This design comes from an exercise in tuning for small area, a short achievable clock period and few clock cycles on the open sky130 flow, not from production work. RTL that was checked went through simulation tests only; none was proved equivalent to the original. Power is estimated from default activity; no workload was simulated.

// tsp_top
module tsp_top #(
	parameter int coord_bits = tsp_pkg::coord_bits_default,
	parameter int node_addr_bits = tsp_pkg::node_addr_bits_default
) (
	input  wire                                clk,
	input  wire                                rst,
	input  wire  [7:0]                         specdata,
	input  wire                                has_specdata,
	output logic                               ready_to_read,
	output logic [coord_bits+node_addr_bits:0] tour_length,
	output logic                               tour_valid
);
Size in the first run: roughly 170 flip-flops, ~34 I/O pins, ~9000 um2 of cells after synthesis.
Settings: LEC_CHECK=0, ABC_AREA=1, CAP_MARGIN=20, CORE_MARGIN=2, CORE_UTILIZATION=50, SETUP_SLACK_MARGIN=2.8, SLEW_MARGIN=20; clock period 5.0 ns.
standard.sh (not shown) runs the stock make flow with config.mk's settings and CLKGATE_MAP_FILE= SYNTH_SCRIPT=/design/flow/synth_recipe.tcl, a recipe that flattens the netlist after the stock synthesis.
==> flow/flow/run.sh <==
#!/bin/bash
# Layout flow: the standard ORFS flow (standard.sh) with two changes:
#  - synthesis maps adders with ABC like the rest of the logic instead of
#    extracting them into the library's full/half-adder cells, which are slow
#    (ADDER_MAP_FILE empty; registers and their names are unchanged);
#  - the port buffers inserted during global placement are
#    sky130_fd_sc_hd__buf_2 instead of the delay-cell buffers buffer_ports
#    picks by default;
#  - clock tree synthesis uses a clkbuf_16 root buffer and clkbuf_8 for the
#    rest of the tree (the same arguments as the standard flow otherwise).
set -euo pipefail
export ADDER_MAP_FILE=
export BUFFER_PORTS_ARGS="-buffer_cell sky130_fd_sc_hd__buf_2"
export CTS_ARGS="-sink_clustering_enable -repair_clock_nets -root_buf sky130_fd_sc_hd__clkbuf_16 -buf_list {sky130_fd_sc_hd__clkbuf_8}"
bash standard.sh > standard_flow.log 2>&1
Change:
SETUP_SLACK_MARGIN = 3.0   (was 2.8)
=>
- The changed run finished with timing, DRC and antenna clean
- via count rises by 0.53%
- synthesized cell count stays the same
- final area barely changes
- cell count stays the same
- clock power rises by about 0.4%
- global-route usage does not change
- clock-buffer cell count is unchanged
- flip-flop and latch count is unchanged
- total power is about the same
Function was not checked in any run of this note: the RTL went through the layout flow alone.


## run A
Another version of the RTL of tsp_top (not shown whole).
Size in the first run: roughly 910 cells after synthesis, ~160 flip-flops, roughly 34 I/O pins, roughly 7600 sq um of cells after synthesis.
// tsp_top
module tsp_top #(
	parameter int coord_bits = tsp_pkg::coord_bits_default,
	parameter int node_addr_bits = tsp_pkg::node_addr_bits_default
) (
	input  wire                                clk,
	input  wire                                rst,
	input  wire  [7:0]                         specdata,
	input  wire                                has_specdata,
	output logic                               ready_to_read,
	output logic [coord_bits+node_addr_bits:0] tour_length,
	output logic                               tour_valid
);
Settings: LEC_CHECK=0, ABC_AREA=1, CAP_MARGIN=20, CORE_MARGIN=2, CORE_UTILIZATION=50, GPL_TIMING_DRIVEN=0, SETUP_SLACK_MARGIN=3.0, SLEW_MARGIN=20; clock period 5.0 ns.
==> flow/flow/run.sh <==
#!/bin/bash
# Layout flow: the standard ORFS flow (standard.sh) with these changes:
#  - synthesis maps adders with ABC like the rest of the logic instead of
#    extracting them into the library's full/half-adder cells, which are slow
#    (ADDER_MAP_FILE empty);
#  - the final ABC mapping of synthesis runs flow/abc.script instead of ORFS's
#    abc_area.script (synth_abc.tcl swaps the script, then runs the standard flow's own
#    synth_recipe.tcl unchanged, so registers and their names are unchanged);
#  - the port buffers inserted during global placement are
#    sky130_fd_sc_hd__buf_2 instead of the delay-cell buffers buffer_ports
#    picks by default;
#  - clock tree synthesis uses a clkbuf_16 root buffer and clkbuf_8 for the
#    rest of the tree (the same arguments as the standard flow otherwise).
set -euo pipefail
here=$(pwd)
export ADDER_MAP_FILE=
export BUFFER_PORTS_ARGS="-buffer_cell sky130_fd_sc_hd__buf_2"
export CTS_ARGS="-sink_clustering_enable -repair_clock_nets -root_buf sky130_fd_sc_hd__clkbuf_16 -buf_list {sky130_fd_sc_hd__clkbuf_8}"
export MY_ABC_SCRIPT="$here/flow/abc.script"
export FLOW_SYNTH_TCL="$here/synth_recipe.tcl"
sed "s|SYNTH_SCRIPT=[^ ]*|SYNTH_SCRIPT=$here/flow/synth_abc.tcl|" standard.sh > standard_abc.sh
grep -q "SYNTH_SCRIPT=$here/flow/synth_abc.tcl" standard_abc.sh
bash standard_abc.sh > standard_flow.log 2>&1
==> flow/flow/abc.script <==
strash
dch
map -B 0.9
strash
dch
map -B 0.9
topo
stime -c
buffer -c
upsize -c
dnsize -c
==> flow/flow/synth_abc.tcl <==
# Runs the standard flow's synthesis script (synth_recipe.tcl) with one change: the abc
# call that maps the logic to cells uses the script in MY_ABC_SCRIPT.
proc abc {args} {
  set out {}
  set skip 0
  foreach a $args {
    if {$skip} { set skip 0; continue }
    if {$a eq "-script"} { lappend out -script $::env(MY_ABC_SCRIPT); set skip 1; continue }
    lappend out $a
  }
  puts "abc with $::env(MY_ABC_SCRIPT)"
  yosys abc {*}$out
}
source $::env(FLOW_SYNTH_TCL)
Testbench counts of run A, summed over its fixed seeds: cycles 19,615.
For run B, these inputs were changed with respect to run A:
# run A
export LEC_CHECK = 0
export ABC_AREA = 1
export CAP_MARGIN = 20
export CORE_MARGIN = 2
export CORE_UTILIZATION = 50
export GPL_TIMING_DRIVEN = 0
export SETUP_SLACK_MARGIN = 3.0
export SLEW_MARGIN = 20
create_clock -name core_clock -period 5.0 [get_ports {clk}]
# run B
export LEC_CHECK = 0
export ABC_AREA = 1
export CAP_MARGIN = 20
export CORE_MARGIN = 2
export CORE_UTILIZATION = 50
export GPL_TIMING_DRIVEN = 0
export SETUP_SLACK_MARGIN = 2.95
export SLEW_MARGIN = 20
create_clock -name core_clock -period 5.0 [get_ports {clk}]
==> flow/flow/run.sh <==
#!/bin/bash
# Layout flow: the standard ORFS flow (standard.sh) with these changes:
#  - synthesis maps adders with ABC like the rest of the logic instead of
#    extracting them into the library's full/half-adder cells, which are slow
#    (ADDER_MAP_FILE empty; registers and their names are unchanged);
#  - the port buffers inserted during global placement are
#    sky130_fd_sc_hd__buf_2 instead of the delay-cell buffers buffer_ports
#    picks by default;
#  - clock tree synthesis uses a clkbuf_16 root buffer and clkbuf_8 for the
#    rest of the tree (the same arguments as the standard flow otherwise).
set -euo pipefail
export ADDER_MAP_FILE=
export BUFFER_PORTS_ARGS="-buffer_cell sky130_fd_sc_hd__buf_2"
export CTS_ARGS="-sink_clustering_enable -repair_clock_nets -root_buf sky130_fd_sc_hd__clkbuf_16 -buf_list {sky130_fd_sc_hd__clkbuf_8}"
bash standard.sh > standard_flow.log 2>&1
removed: flow/flow/abc.script
removed: flow/flow/synth_abc.tcl
==> comparison <==
For the sequential share of layout area, run B came in 0.26 points higher than run A did.
Run B: done, clean on timing, DRC and antenna
Higher total placed cells including tap cells was reported by run B, not run A.
Run B against run A: part of the cycle the worst path needs went up 1.2 points, count of nets after finishing picked up an extra 22, layout overhead on the synthesized area essentially unchanged, number of distinct library cells after synthesis shrank by 13%, wire length reported by the detailed router went down.
Post-route worst setup slack ended up 58 ps lower on run B than on run A.

## what the ideal ports hide
The flow's constraints put no driver on any port. The routed layouts listed below were extracted and timed again, unchanged, in two steps.
Step 1: set_driving_cell puts a clkbuf_16 on clk and a buf_2 on each other input, an assumption about the parent block.
Step 2 also shifts input and output timing later by t, the mid clock arrival at the registers, as if the neighbouring blocks saw the same clock.
Three values: no drivers, after step 1, after step 2; two values: the first two.
run	shift t [ns]	setup WS [ns]	worst setup path after step 2	worst register clock-pin slew, ns
the first run of note 1	0.427	3.030 / 2.987 / 2.940	input to register	0.10 / 0.10
the second run of note 1	0.429	3.048 / 3.006 / 2.937	input to register	0.11 / 0.11
run A	0.417	3.083 / 3.037 / 3.132	register to register	0.09 / 0.09
run B	0.420	3.025 / 3.012 / 3.025	register to register	0.09 / 0.09
After both steps every run listed still meets setup and hold. For the second run of note 1, which loses most, drivers alone change the setup slack by -0.042 ns; drivers and shift together by -0.111 ns.
